From an optimization exercise on the open Yosys and OpenROAD flow, aimed at small area and a short achievable clock period; shortcuts taken in it are not production practice. In this exercise RTL edits were held to simulation tests only and were not proved equivalent to the original. No driver is modelled on the clock port, so clocking that relies on it looks cheaper here than on a real chip.

==> run a: inputs <==
## mac_top
module mac_top #(
   parameter int A_WIDTH = 18,
   parameter int B_WIDTH = 18,
   parameter int P_WIDTH = 48
) (
   input  logic                      clk,
   input  logic                      rst_n,
   input  logic signed [A_WIDTH-1:0] data_a,
   input  logic signed [B_WIDTH-1:0] data_b,
   input  mac_pkg::mac_op_e          op,
   input  logic                      activate_mac,
   output logic signed [P_WIDTH-1:0] data_p,
   output logic                      p_valid
);
export LEC_CHECK = 0
export ABC_AREA = 1
export CAP_MARGIN = 20
export CORE_MARGIN = 2
export CORE_UTILIZATION = 40
export HOLD_SLACK_MARGIN = 0.05
export SLEW_MARGIN = 20
create_clock -name core_clock -period 10.0 [get_ports {clk}]
standard.sh (not shown) runs the stock make flow with config.mk's settings and CLKGATE_MAP_FILE= SYNTH_SCRIPT=/design/flow/synth_recipe.tcl, a recipe that flattens the netlist after the stock synthesis.
==> flow/flow/run.sh <==
#!/bin/bash
# The standard layout, with these changes in how it is made:
# - Yosys's synth runs without its early ABC pass (-noabc), so the full
#   adders it extracts keep their polarity (no inverters between them);
# - the port buffers are the smallest buffer (buf_1) instead of the
#   default clkdlybuf4s50_1; every port is still buffered;
# - after CTS, flow/pq_clock_delay.tcl puts delay chains in front of the
#   result register's clock (useful skew for the register-to-register
#   multiply-add paths).
export SYNTH_ARGS="-noabc"
export BUFFER_PORTS_ARGS="-buffer_cell sky130_fd_sc_hd__buf_1"
export POST_CTS_TCL="$PWD/flow/pq_clock_delay.tcl"
export PQ_DLY_CELLS="sky130_fd_sc_hd__clkdlybuf4s50_1 sky130_fd_sc_hd__clkdlybuf4s50_1 sky130_fd_sc_hd__clkdlybuf4s50_1"
export PQ_SKIP_BITS=8
export PQ_BUF_CELL=sky130_fd_sc_hd__clkbuf_8
bash standard.sh > standard.log 2>&1
==> flow/flow/pq_clock_delay.tcl <==
# Post-CTS hook: the result register p_q gets its clock through a short
# delay chain below each clock-tree leaf that drives it, so its clock
# arrives later than the operand registers'. This is useful skew for the
# operand -> result paths (the long multiply-add paths); the result
# register's own feedback path sees about the same delay at both ends.
# The low bits (below PQ_SKIP_BITS) keep the undelayed clock.
# The later repair steps (global route) see and repair the new timing.
set block [ord::get_db_block]
set db [ord::get_db]
set chain {}
foreach c $::env(PQ_DLY_CELLS) { lappend chain [$db findMaster $c] }
lappend chain [$db findMaster $::env(PQ_BUF_CELL)]
set groups [dict create]
set n 0
foreach inst [$block getInsts] {
  if {[regexp {^p_q\\?\[([0-9]+)} [$inst getName]] && [string match sky130_fd_sc_hd__df* [[$inst getMaster] getName]]} {
    incr n
    regexp {^p_q\\?\[([0-9]+)} [$inst getName] -> bit
    # the low result bits have short paths and ample setup slack: no delay
    if {$bit < $::env(PQ_SKIP_BITS)} { continue }
    set net [[$inst findITerm CLK] getNet]
    dict lappend groups [$net getName] $inst
  }
}
if {$n != 48} { error "pq_clock_delay: expected 48 result flops, found $n" }
set g 0
dict for {netname flops} $groups {
  set net [$block findNet $netname]
  set sx 0; set sy 0
  foreach f $flops {
    set bb [$f getBBox]
    set sx [expr {$sx + [$bb xMin]}]; set sy [expr {$sy + [$bb yMin]}]
  }
  set cx [expr {int($sx / [llength $flops])}]
  set cy [expr {int($sy / [llength $flops])}]
  set prev $net
  set k 0
  foreach m $chain {
    set inst [odb::dbInst_create $block $m "pq_clkdly_${g}_$k"]
    set out [odb::dbNet_create $block "pq_clk_${g}_$k"]
    $out setSigType CLOCK
    [$inst findITerm A] connect $prev
    [$inst findITerm X] connect $out
    $inst setLocation $cx $cy
    $inst setPlacementStatus PLACED
    set prev $out
    incr k
  }
  foreach f $flops {
    set it [$f findITerm CLK]
    $it disconnect
    $it connect $prev
  }
  puts "pq_clock_delay: group $g under $netname: [llength $flops] flops"
  incr g
}
global_connect
detailed_placement
check_placement -verbose
estimate_parasitics -placement
report_clock_skew
==> inputs of run b, as changes to run a <==
--- a/flow/flow/run.sh
+++ b/flow/flow/run.sh
@@ -11,5 +11,5 @@
 export BUFFER_PORTS_ARGS="-buffer_cell sky130_fd_sc_hd__buf_1"
 export POST_CTS_TCL="$PWD/flow/pq_clock_delay.tcl"
-export PQ_DLY_CELLS="sky130_fd_sc_hd__clkdlybuf4s50_1 sky130_fd_sc_hd__clkdlybuf4s50_1 sky130_fd_sc_hd__clkdlybuf4s50_1"
+export PQ_DLY_CELLS="sky130_fd_sc_hd__clkdlybuf4s50_1 sky130_fd_sc_hd__clkdlybuf4s50_1 sky130_fd_sc_hd__clkdlybuf4s50_1 sky130_fd_sc_hd__clkdlybuf4s25_1"
 export PQ_SKIP_BITS=8
 export PQ_BUF_CELL=sky130_fd_sc_hd__clkbuf_8
==> inputs of run c, as changes to run a <==
--- a/flow/flow/run.sh
+++ b/flow/flow/run.sh
@@ -11,6 +11,6 @@
 export BUFFER_PORTS_ARGS="-buffer_cell sky130_fd_sc_hd__buf_1"
 export POST_CTS_TCL="$PWD/flow/pq_clock_delay.tcl"
-export PQ_DLY_CELLS="sky130_fd_sc_hd__clkdlybuf4s50_1 sky130_fd_sc_hd__clkdlybuf4s50_1 sky130_fd_sc_hd__clkdlybuf4s50_1"
-export PQ_SKIP_BITS=8
+export PQ_DLY_CELL=sky130_fd_sc_hd__clkdlybuf4s50_1
+export PQ_DLY_STAGES=2
 export PQ_BUF_CELL=sky130_fd_sc_hd__clkbuf_8
 bash standard.sh > standard.log 2>&1
--- a/flow/flow/pq_clock_delay.tcl
+++ b/flow/flow/pq_clock_delay.tcl
@@ -4,21 +4,17 @@
 # operand -> result paths (the long multiply-add paths); the result
 # register's own feedback path sees about the same delay at both ends.
-# The low bits (below PQ_SKIP_BITS) keep the undelayed clock.
 # The later repair steps (global route) see and repair the new timing.
 set block [ord::get_db_block]
 set db [ord::get_db]
-set chain {}
-foreach c $::env(PQ_DLY_CELLS) { lappend chain [$db findMaster $c] }
-lappend chain [$db findMaster $::env(PQ_BUF_CELL)]
+set dmaster [$db findMaster $::env(PQ_DLY_CELL)]
+set bmaster [$db findMaster $::env(PQ_BUF_CELL)]
+set nst $::env(PQ_DLY_STAGES)
 set groups [dict create]
 set n 0
 foreach inst [$block getInsts] {
-  if {[regexp {^p_q\\?\[([0-9]+)} [$inst getName]] && [string match sky130_fd_sc_hd__df* [[$inst getMaster] getName]]} {
-    incr n
-    regexp {^p_q\\?\[([0-9]+)} [$inst getName] -> bit
-    # the low result bits have short paths and ample setup slack: no delay
-    if {$bit < $::env(PQ_SKIP_BITS)} { continue }
+  if {[regexp {^p_q} [$inst getName]] && [string match sky130_fd_sc_hd__df* [[$inst getMaster] getName]]} {
     set net [[$inst findITerm CLK] getNet]
     dict lappend groups [$net getName] $inst
+    incr n
   }
 }
@@ -35,6 +31,9 @@
   set cy [expr {int($sy / [llength $flops])}]
   set prev $net
+  set masters {}
+  for {set k 0} {$k < $nst} {incr k} { lappend masters $dmaster }
+  lappend masters $bmaster
   set k 0
-  foreach m $chain {
+  foreach m $masters {
     set inst [odb::dbInst_create $block $m "pq_clkdly_${g}_$k"]
     set out [odb::dbNet_create $block "pq_clk_${g}_$k"]
- HOLD_SLACK_MARGIN: 0.05 -> not set
- SETUP_SLACK_MARGIN: not set -> 5
==> inputs of run d, as changes to run a <==
==> flow/flow/run.sh (replaced) <==
#!/bin/bash
# The standard layout, with these changes in how it is made:
# - Yosys's synth runs without its early ABC pass (-noabc), so the full
#   adders it extracts keep their polarity (no inverters between them);
# - the port buffers are the smallest buffer (buf_1) instead of the
#   default clkdlybuf4s50_1; every port is still buffered;
# - before CTS, flow/pq_clock_delay.tcl puts a delay chain in front of the
#   result register's clock (useful skew for the register-to-register
#   multiply-add paths); CTS builds the clock tree around it.
export SYNTH_ARGS="-noabc"
export BUFFER_PORTS_ARGS="-buffer_cell sky130_fd_sc_hd__buf_1"
export PRE_CTS_TCL="$PWD/flow/pq_clock_delay.tcl"
export PQ_DLY_CELL=sky130_fd_sc_hd__clkdlybuf4s50_1
export PQ_DLY_STAGES=2
bash standard.sh > standard.log 2>&1
==> flow/flow/pq_clock_delay.tcl (replaced) <==
# Pre-CTS hook: the result register p_q gets its clock through a short
# chain of delay cells, so its clock arrives later than the operand
# registers'. This is useful skew for the operand -> result paths (the
# long multiply-add paths); the result register's own feedback path sees
# the same delay at both ends. CTS then builds the tree below the chain.
set block [ord::get_db_block]
set db [ord::get_db]
set master [$db findMaster $::env(PQ_DLY_CELL)]
set nst $::env(PQ_DLY_STAGES)
set flops {}
foreach inst [$block getInsts] {
  if {[regexp {^p_q} [$inst getName]] && [string match sky130_fd_sc_hd__df* [[$inst getMaster] getName]]} {
    lappend flops $inst
  }
}
puts "pq_clock_delay: [llength $flops] result flops, $nst x $::env(PQ_DLY_CELL)"
if {[llength $flops] != 48} { error "pq_clock_delay: expected 48 result flops" }
set clknet [[[lindex $flops 0] findITerm CLK] getNet]
set sx 0; set sy 0
foreach f $flops {
  set bb [$f getBBox]
  set sx [expr {$sx + [$bb xMin]}]; set sy [expr {$sy + [$bb yMin]}]
}
set cx [expr {int($sx / [llength $flops])}]
set cy [expr {int($sy / [llength $flops])}]
set prev $clknet
for {set k 0} {$k < $nst} {incr k} {
  set inst [odb::dbInst_create $block $master "pq_clkdly_$k"]
  set out [odb::dbNet_create $block "pq_clk_$k"]
  $out setSigType CLOCK
  [$inst findITerm A] connect $prev
  [$inst findITerm X] connect $out
  $inst setLocation $cx $cy
  $inst setPlacementStatus PLACED
  set prev $out
}
foreach f $flops {
  set it [$f findITerm CLK]
  $it disconnect
  $it connect $prev
}
global_connect
detailed_placement
check_placement -verbose
- HOLD_SLACK_MARGIN: 0.05 -> not set
- SETUP_SLACK_MARGIN: not set -> 5
==> qor.log <==
[finish] Layout Cells excl Fill 1801
[critical_path] endpoint of the worst-slack reg-to-reg timing path p_q[35]
[sta] worst setup slack after layout 4.36 ns
[outcome] outcome timing/DRC/antenna clean
[global_routing] met3 usage in global routing 0.0396
[route] Avg WL per Cell 19.3 um
the above is filed under run d

==> qor.log <==
[critical_path] endpoint of the worst-slack reg-to-reg timing path p_q[43]
[finish] Layout Cells excl Fill 1630
[route] Avg WL per Cell 16.9 um
[outcome] outcome timing/DRC/antenna clean
[global_routing] met3 usage in global routing 0.0279
[logic_synthesis] top cells by count, synth xor2_1 (193), fa_1 (168), o22ai_1 (153)
[sta] worst setup slack after layout 4.99 ns
the above is filed under run a

==> qor.log <==
[outcome] outcome failed layout checks
[outcome] causes of the layout check failure negative hold slack
[critical_path] depth of the worst register-to-register path 25
[route] Avg WL per Cell 18.2 um
[sta] number of hold violations in the final report 1
[sta] worst setup slack after layout 5.48 ns
[sta] worst hold margin -0.0214 ns
[logic_synthesis] post-synth top area share 0.294
[logic_synthesis] total nets after synthesis 1463
[global_routing] met3 usage in global routing 0.0354
the above is filed under run c

==> qor.log <==
[outcome] outcome failed layout checks
[outcome] causes of the layout check failure negative hold slack
[route] Avg WL per Cell 16.8 um
[sta] worst hold margin -0.0294 ns
[sta] number of hold violations in the final report 6
[global_routing] met3 usage in global routing 0.0286
the above is filed under run b

-- static timing again, ports no longer ideal --
How much do the figures lean on ideal ports? The routed layouts below were timed once more, with nothing changed but the port constraints.
Step 1 assumes that a clkbuf_16 drives the clock port and a buf_2 every other input.
Step 2, shift: input delay + t, output delay - t, t = (earliest + latest rising clock arrival at the registers) / 2. This alone moves slack from input paths to output paths.
a / b / c = no drivers / after step 1 / after step 2; a / b = the first two.
run | shift t [ns] | setup WS [ns] | worst hold slack (ns) | worst setup path after step 2 | clock arrival spread, ns
run a | 1.212 | 4.986 / 4.986 / 4.986 | 0.005 / 0.005 / 0.005 | register to register | 1.616 / 1.615
run b | 1.335 | 3.868 / 3.868 / 3.868 | -0.029 / -0.029 / -0.029 | register to register | 1.864 / 1.864
run c | 0.967 | 5.481 / 5.481 / 5.481 | -0.021 / -0.021 / -0.021 | register to register | 1.170 / 1.171
run d | 1.615 | 4.355 / 4.355 / 4.355 | 0.351 / 0.351 / 0.351 | register to register | 0.069 / 0.069
Clock arrivals are far apart in run a, run b and run c, so t is only a midpoint there and step 2 fits no single register.
